What follows belongs to an exercise in optimizing a design on an open flow for small area, a short achievable clock period and few clock cycles per item; a production flow would make more cautious choices. Power figures rest on the tool's default switching activity, not on a simulated workload.

Setup of the previous run:
==> flow/design.v <==
`timescale 1ns / 1ps
module source_line_tokenizer_core (
    input  logic        i_clk,
    input  logic        i_rst_n,
    input  logic        i_in_valid,
    output logic        o_in_ready,
    input  logic [8:0]  i_in_data,
    output logic        o_out_valid,
    input  logic        i_out_ready,
    output logic [44:0] o_out_data
);
    localparam logic [1:0] K_LEXEME = 2'd0;
    localparam logic [1:0] K_DONE   = 2'd1;
    localparam logic [1:0] K_ERROR  = 2'd2;
    localparam logic [3:0] TT_IDENT  = 4'd0;
    localparam logic [3:0] TT_INT    = 4'd1;
    localparam logic [3:0] TT_FLOAT  = 4'd2;
    localparam logic [3:0] TT_STRING = 4'd3;
    localparam logic [3:0] TT_OP     = 4'd4;
    localparam logic [3:0] TT_LBRACE = 4'd5;
    localparam logic [3:0] TT_RBRACE = 4'd6;
    localparam logic [3:0] TT_LPAREN = 4'd7;
    localparam logic [3:0] TT_RPAREN = 4'd8;
    localparam logic [3:0] TT_SEMI   = 4'd9;
    localparam logic [1:0] E_BAD_NUMBER = 2'd0;
    localparam logic [1:0] E_BAD_ESCAPE = 2'd1;
    localparam logic [1:0] E_UNCLOSED   = 2'd2;
    localparam logic [1:0] E_UNEXPECTED = 2'd3;
    localparam logic [3:0] M_IDLE    = 4'd0;
    localparam logic [3:0] M_IDENT   = 4'd1;
    localparam logic [3:0] M_NUMBER  = 4'd2;
    localparam logic [3:0] M_NEG     = 4'd3;
    localparam logic [3:0] M_DBL     = 4'd4;
    localparam logic [3:0] M_STRING  = 4'd5;
    localparam logic [3:0] M_ESCAPE  = 4'd6;
    localparam logic [3:0] M_COMMENT = 4'd7;
    localparam logic [3:0] M_ERROR   = 4'd8;
    localparam logic [3:0] M_CLOSEOP = 4'd9;    
    logic [8:0]  r_h, r_s;
    logic        r_hv, r_se;      
    logic [3:0]  r_mode, n_mode;
    logic [15:0] r_line;
    logic [11:0] r_col, r_tstart;
    logic        r_sw;
    logic [1:0]  r_cp;
    logic        r_pline;      
    logic [1:0]  r_dots, n_dots;
    logic        r_lastdot, n_lastdot;
    logic        r_ov;
    logic [1:0]  r_kind;
    logic [3:0]  r_type;
    logic [7:0]  r_byte;
    logic [1:0]  r_err;
    logic        r_last;
    logic [7:0]  c;
    logic        act;
    logic        is_space, is_letter, is_digit, close_consume;
    logic [11:0] last_col, cur_col;
    logic [12:0] col_inc;
    logic        go, free, triv, take, consume, rv, csel, ts_load, nl;
    logic [1:0]  kind, err;
    logic [3:0]  ty;
    logic [7:0]  byt;
    assign c   = r_h[7:0];
    assign act = r_h[8];
    assign is_space  = (c == 8'd32) || (c == 8'd9) || (c == 8'd12) || (c == 8'd11) || (c == 8'd13);
    assign is_letter = (c >= 8'h61 && c <= 8'h7A) || (c >= 8'h41 && c <= 8'h5A) || (c == 8'h5F);
    assign is_digit  = (c >= 8'h30) && (c <= 8'h39);
    assign close_consume = is_space || (c == 8'h23) || (c == 8'h22);
    assign o_in_ready  = r_se;
    assign take        = i_in_valid && r_se;
    assign o_out_valid = r_ov;
    assign o_out_data  = {r_kind, r_type, r_byte, r_line, r_col, r_err, r_last};
    assign free = !r_ov || i_out_ready;
    assign triv = r_sw &&
                  ((act && !r_pline && (r_mode == M_IDLE || r_mode == M_COMMENT)) ||
                   (!act && ((r_mode == M_COMMENT) ||
                             (r_mode == M_IDLE && (is_space || c == 8'h23 || c == 8'h22)))));
    assign go = r_hv && ((r_mode == M_ERROR) || free || triv);
    localparam logic [1:0] CP_SAME = 2'd0;
    localparam logic [1:0] CP_INC  = 2'd1;
    localparam logic [1:0] CP_ONE  = 2'd2;
    assign last_col = r_sw ? r_tstart : r_col;
    assign col_inc  = {1'b0, last_col} + 13'd1;
    always_comb begin
        case (r_cp)
            CP_INC:  cur_col = col_inc[11:0] | {12{col_inc[12]}};
            CP_ONE:  cur_col = 12'd1;
            default: cur_col = last_col;
        endcase
    end
    always_comb begin
        n_mode    = r_mode;
        n_dots    = r_dots;
        n_lastdot = r_lastdot;
        rv        = 1'b0;
        kind      = K_LEXEME;
        ty        = TT_IDENT;
        byt       = 8'd0;
        err       = 2'd0;
        csel      = 1'b0;
        consume   = 1'b1;
        ts_load   = 1'b0;
        nl        = 1'b0;
        if (act) begin
            nl = 1'b1;
            n_mode = M_IDLE;
            csel = 1'b1;
            case (r_mode)
                M_IDENT: begin
                    rv = 1'b1; kind = K_DONE; ty = TT_IDENT;
                end
                M_NUMBER: begin
                    rv = 1'b1;
                    if (r_lastdot || r_dots == 2'd2) begin
                        kind = K_ERROR; err = E_BAD_NUMBER; n_mode = M_ERROR; nl = 1'b0;
                    end else begin
                        kind = K_DONE; ty = (r_dots == 2'd1) ? TT_FLOAT : TT_INT;
                    end
                end
                M_NEG, M_DBL, M_CLOSEOP: begin
                    rv = 1'b1; kind = K_DONE; ty = TT_OP;
                end
                M_STRING, M_ESCAPE: begin
                    rv = 1'b1; kind = K_ERROR; err = E_UNCLOSED; n_mode = M_ERROR; nl = 1'b0;
                end
                M_ERROR: begin
                    n_mode = M_ERROR; nl = 1'b0;
                end
                default: begin
                end
            endcase
        end else begin
            case (r_mode)
                M_IDENT, M_NUMBER, M_NEG, M_DBL: begin
                    if (r_mode == M_IDENT && (is_letter || is_digit)) begin
                        rv = 1'b1; ty = TT_IDENT; byt = c;
                    end else if ((r_mode == M_NUMBER || r_mode == M_NEG) && is_digit) begin
                        rv = 1'b1; ty = TT_INT; byt = c;
                        n_mode = M_NUMBER;
                        n_lastdot = 1'b0;
                        if (r_mode == M_NEG) n_dots = 2'd0;
                    end else if (r_mode == M_NUMBER && c == 8'h2E) begin
                        rv = 1'b1; ty = TT_INT; byt = c;
                        if (r_dots != 2'd2) n_dots = r_dots + 2'd1;
                        n_lastdot = 1'b1;
                    end else if (r_mode == M_DBL && c == 8'h3D) begin
                        rv = 1'b1; ty = TT_OP; byt = c;
                        n_mode = M_CLOSEOP; consume = 1'b0;
                    end else begin
                        rv = 1'b1; csel = 1'b1; kind = K_DONE;
                        n_mode = (c == 8'h23) ? M_COMMENT : (c == 8'h22) ? M_STRING : M_IDLE;
                        ts_load = (c == 8'h22);
                        consume = close_consume;
                        if (r_mode == M_IDENT) begin
                            ty = TT_IDENT;
                        end else if (r_mode == M_NUMBER) begin
                            if (r_lastdot || r_dots == 2'd2) begin
                                kind = K_ERROR; err = E_BAD_NUMBER; n_mode = M_ERROR;
                                consume = 1'b1;
                            end else begin
                                ty = (r_dots == 2'd1) ? TT_FLOAT : TT_INT;
                            end
                        end else begin
                            ty = TT_OP;
                        end
                    end
                end
                M_CLOSEOP: begin
                    rv = 1'b1; csel = 1'b1; kind = K_DONE; ty = TT_OP; n_mode = M_IDLE;
                end
                M_STRING: begin
                    if (c == 8'h22) begin
                        rv = 1'b1; csel = 1'b1; kind = K_DONE; ty = TT_STRING; n_mode = M_IDLE;
                    end else if (c == 8'h5C) begin
                        n_mode = M_ESCAPE;
                    end else begin
                        rv = 1'b1; ty = TT_STRING; byt = c;
                    end
                end
                M_ESCAPE: begin
                    rv = 1'b1; ty = TT_STRING; n_mode = M_STRING;
                    case (c)
                        8'h74:   byt = 8'd9;
                        8'h72:   byt = 8'd13;
                        8'h6E:   byt = 8'd10;
                        8'h22:   byt = 8'h22;
                        8'h30:   byt = 8'h00;
                        default: begin
                            kind = K_ERROR; ty = TT_IDENT; err = E_BAD_ESCAPE; n_mode = M_ERROR;
                        end
                    endcase
                end
                M_COMMENT, M_ERROR: begin
                end
                default: begin
                    ts_load = 1'b1;
                    byt = c;
                    if (is_space) begin
                    end else if (c == 8'h23) begin
                        n_mode = M_COMMENT;
                    end else if (c == 8'h7B) begin
                        rv = 1'b1; kind = K_DONE; ty = TT_LBRACE; byt = 8'd0;
                    end else if (c == 8'h7D) begin
                        rv = 1'b1; kind = K_DONE; ty = TT_RBRACE; byt = 8'd0;
                    end else if (c == 8'h28) begin
                        rv = 1'b1; kind = K_DONE; ty = TT_LPAREN; byt = 8'd0;
                    end else if (c == 8'h29) begin
                        rv = 1'b1; kind = K_DONE; ty = TT_RPAREN; byt = 8'd0;
                    end else if (c == 8'h3B) begin
                        rv = 1'b1; kind = K_DONE; ty = TT_SEMI; byt = 8'd0;
                    end else if (is_letter) begin
                        rv = 1'b1; ty = TT_IDENT; n_mode = M_IDENT;
                    end else if (is_digit) begin
                        rv = 1'b1; ty = TT_INT; n_mode = M_NUMBER;
                        n_dots = 2'd0; n_lastdot = 1'b0;
                    end else if (c == 8'h2D) begin
                        rv = 1'b1; ty = TT_OP; n_mode = M_NEG;
                    end else if (c == 8'h22) begin
                        n_mode = M_STRING;
                    end else if (c == 8'h3D || c == 8'h21) begin
                        rv = 1'b1; ty = TT_OP; n_mode = M_DBL;
                    end else if (c == 8'h2B || c == 8'h2A || c == 8'h2F) begin
                        rv = 1'b1; ty = TT_OP; n_mode = M_CLOSEOP; consume = 1'b0;
                    end else begin
                        rv = 1'b1; kind = K_ERROR; err = E_UNEXPECTED; byt = 8'd0;
                        n_mode = M_ERROR;
                    end
                end
            endcase
        end
    end
    always_ff @(posedge i_clk) begin
        if (!i_rst_n) begin
            r_hv      <= 1'b0;
            r_se      <= 1'b1;
            r_mode    <= M_IDLE;
            r_line    <= 16'd1;
            r_col     <= 12'd1;
            r_sw      <= 1'b0;
            r_cp      <= CP_SAME;
            r_pline   <= 1'b0;
            r_ov      <= 1'b0;
        end else begin
            if (go && consume) begin
                r_hv <= !r_se || take;
                r_se <= 1'b1;
            end else if (take) begin
                r_hv <= 1'b1;
                r_se <= !r_hv;
            end
            if (go && r_mode != M_ERROR) begin
                r_mode  <= n_mode;
                if (consume && act && nl) r_pline <= 1'b1;
                else if (free) r_pline <= 1'b0;
                if (free && r_pline && r_line != 16'hFFFF) r_line <= r_line + 16'd1;
                r_cp <= !consume ? CP_SAME : (act ? CP_ONE : CP_INC);
                if (free) begin
                    if (rv && csel) begin
                        r_col <= r_tstart;
                        r_sw  <= 1'b1;
                    end else begin
                        r_col <= cur_col;
                        r_sw  <= 1'b0;
                    end
                end
            end
            if (go && r_mode != M_ERROR && rv) begin
                r_ov <= 1'b1;
            end else if (i_out_ready) begin
                r_ov <= 1'b0;
            end
        end
    end
    always_ff @(posedge i_clk) begin
        if (r_se) r_s <= i_in_data;
        if (!r_hv || (go && consume)) r_h <= r_se ? i_in_data : r_s;
    end
    always_ff @(posedge i_clk) begin
        if (go && r_mode != M_ERROR) begin
            r_dots    <= n_dots;
            r_lastdot <= n_lastdot;
            if (ts_load || (rv && csel) || !free) r_tstart <= cur_col;
        end
    end
    always_ff @(posedge i_clk) begin
        if (!r_ov || i_out_ready) begin
            r_kind <= kind;
            r_type <= ty;
            r_byte <= byt;
            r_err  <= err;
            r_last <= consume;
        end
    end
endmodule
Settings: LEC_CHECK=0, ABC_AREA=1, CAP_MARGIN=20, CORE_MARGIN=2, CORE_UTILIZATION=60, PLACE_DENSITY=0.72, SETUP_SLACK_MARGIN=5, SLEW_MARGIN=20, TNS_END_PERCENT=5; clock period 7.5 ns.
standard.sh (not shown) runs the stock make flow with config.mk's settings and CLKGATE_MAP_FILE= SYNTH_SCRIPT=/design/flow/synth_recipe.tcl, a recipe that flattens the netlist after the stock synthesis.
==> flow/flow/run.sh <==
#!/bin/bash
# Standard layout with plain buffers on the ports. Each step's full log
# stays in orfs/logs/; make's output goes to standard.log.
set -euo pipefail
bash standard.sh "BUFFER_PORTS_ARGS=-buffer_cell sky130_fd_sc_hd__buf_2" finish > standard.log 2>&1
The previous run | stages: all done | timing, DRC, antenna: all pass
diff inputs: the previous run => the current run
diff --git a/flow/design.v b/flow/design.v
--- a/flow/design.v
+++ b/flow/design.v
@@ -40,10 +40,8 @@
     logic        r_hv, r_se;      
     logic [3:0]  r_mode, n_mode;
     logic [15:0] r_line;
     logic [11:0] r_col, r_tstart;
-    logic        r_sw;
-    logic [1:0]  r_cp;
     logic        r_pline;      
     logic [1:0]  r_dots, n_dots;
     logic        r_lastdot, n_lastdot;
     logic        r_ov;
@@ -51,14 +49,13 @@
     logic [3:0]  r_type;
     logic [7:0]  r_byte;
     logic [1:0]  r_err;
     logic        r_last;
+    logic [11:0] r_ocol;
     logic [7:0]  c;
     logic        act;
     logic        is_space, is_letter, is_digit, close_consume;
-    logic [11:0] last_col, cur_col;
-    logic [12:0] col_inc;
-    logic        go, free, triv, take, consume, rv, csel, ts_load, nl;
+    logic        go, triv, take, consume, rv, csel, ts_load, nl;
     logic [1:0]  kind, err;
     logic [3:0]  ty;
     logic [7:0]  byt;
     assign c   = r_h[7:0];
@@ -69,27 +66,14 @@
     assign close_consume = is_space || (c == 8'h23) || (c == 8'h22);
     assign o_in_ready  = r_se;
     assign take        = i_in_valid && r_se;
     assign o_out_valid = r_ov;
-    assign o_out_data  = {r_kind, r_type, r_byte, r_line, r_col, r_err, r_last};
-    assign free = !r_ov || i_out_ready;
-    assign triv = r_sw &&
-                  ((act && !r_pline && (r_mode == M_IDLE || r_mode == M_COMMENT)) ||
-                   (!act && ((r_mode == M_COMMENT) ||
-                             (r_mode == M_IDLE && (is_space || c == 8'h23 || c == 8'h22)))));
-    assign go = r_hv && ((r_mode == M_ERROR) || free || triv);
-    localparam logic [1:0] CP_SAME = 2'd0;
-    localparam logic [1:0] CP_INC  = 2'd1;
-    localparam logic [1:0] CP_ONE  = 2'd2;
-    assign last_col = r_sw ? r_tstart : r_col;
-    assign col_inc  = {1'b0, last_col} + 13'd1;
-    always_comb begin
-        case (r_cp)
-            CP_INC:  cur_col = col_inc[11:0] | {12{col_inc[12]}};
-            CP_ONE:  cur_col = 12'd1;
-            default: cur_col = last_col;
-        endcase
-    end
+    assign o_out_data  = {r_kind, r_type, r_byte, r_line, r_ocol, r_err, r_last};
+    assign triv = !act && !r_pline &&
+                  ((r_mode == M_COMMENT) ||
+                   (r_mode == M_IDLE && (is_space || c == 8'h23 || c == 8'h22)) ||
+                   (r_mode == M_STRING && c == 8'h5C));
+    assign go = r_hv && ((r_mode == M_ERROR) || !r_ov || i_out_ready || triv);
     always_comb begin
         n_mode    = r_mode;
         n_dots    = r_dots;
         n_lastdot = r_lastdot;
@@ -236,10 +220,8 @@
             r_se      <= 1'b1;
             r_mode    <= M_IDLE;
             r_line    <= 16'd1;
             r_col     <= 12'd1;
-            r_sw      <= 1'b0;
-            r_cp      <= CP_SAME;
             r_pline   <= 1'b0;
             r_ov      <= 1'b0;
         end else begin
             if (go && consume) begin
@@ -250,20 +232,13 @@
                 r_se <= !r_hv;
             end
             if (go && r_mode != M_ERROR) begin
                 r_mode  <= n_mode;
-                if (consume && act && nl) r_pline <= 1'b1;
-                else if (free) r_pline <= 1'b0;
-                if (free && r_pline && r_line != 16'hFFFF) r_line <= r_line + 16'd1;
-                r_cp <= !consume ? CP_SAME : (act ? CP_ONE : CP_INC);
-                if (free) begin
-                    if (rv && csel) begin
-                        r_col <= r_tstart;
-                        r_sw  <= 1'b1;
-                    end else begin
-                        r_col <= cur_col;
-                        r_sw  <= 1'b0;
-                    end
+                r_pline <= consume && act && nl;
+                if (r_pline && r_line != 16'hFFFF) r_line <= r_line + 16'd1;
+                if (consume) begin
+                    if (act) r_col <= 12'd1;
+                    else if (r_col != 12'hFFF) r_col <= r_col + 12'd1;
                 end
             end
             if (go && r_mode != M_ERROR && rv) begin
                 r_ov <= 1'b1;
@@ -279,9 +254,9 @@
     always_ff @(posedge i_clk) begin
         if (go && r_mode != M_ERROR) begin
             r_dots    <= n_dots;
             r_lastdot <= n_lastdot;
-            if (ts_load || (rv && csel) || !free) r_tstart <= cur_col;
+            if (ts_load) r_tstart <= r_col;
         end
     end
     always_ff @(posedge i_clk) begin
         if (!r_ov || i_out_ready) begin
@@ -289,7 +264,8 @@
             r_type <= ty;
             r_byte <= byt;
             r_err  <= err;
             r_last <= consume;
+            r_ocol <= csel ? r_tstart : r_col;
         end
     end
 endmodule
Notes after the runs:
| reported net switching power | the current run vs the previous run | about 18% lower |
Detailed-routing wirelength on met1 (higher): the previous run
Compared with the previous run, the current run shows number of buffer and inverter stages on the critical path lower by 1.
In the current run relative to the previous run, number of placed instances with taps included had gone down by more than 10%.
Diff the previous run -> the current run: sequential cell count increased about 10%; routed wire length decreased 2200 microns.
No run of this note included a check of the RTL's function; only the layout flow was run.

## separate check: timing with driven ports
How much do the figures lean on ideal ports? The routed layouts below were timed once more, with nothing changed but the port constraints. Step 1 assumes that a clkbuf_16 drives the clock port and a buf_2 every other input. Step 2, shift: input delay + t, output delay - t, t = (earliest + latest rising clock arrival at the registers) / 2. This alone moves slack from input paths to output paths. a / b / c = ideal / step 1 / step 2; a / b = the first two.
run | t, ns | setup slack, ns | pins driven straight from the clock port
the previous run | 0.388 | 4.994 / 4.972 / 4.620 | 1
the current run | 0.405 | 4.939 / 4.942 / 4.546 | 1
After both steps every run listed still meets setup and hold. For the current run, which loses most, drivers alone change the setup slack by +0.003 ns; drivers and shift together by -0.393 ns.
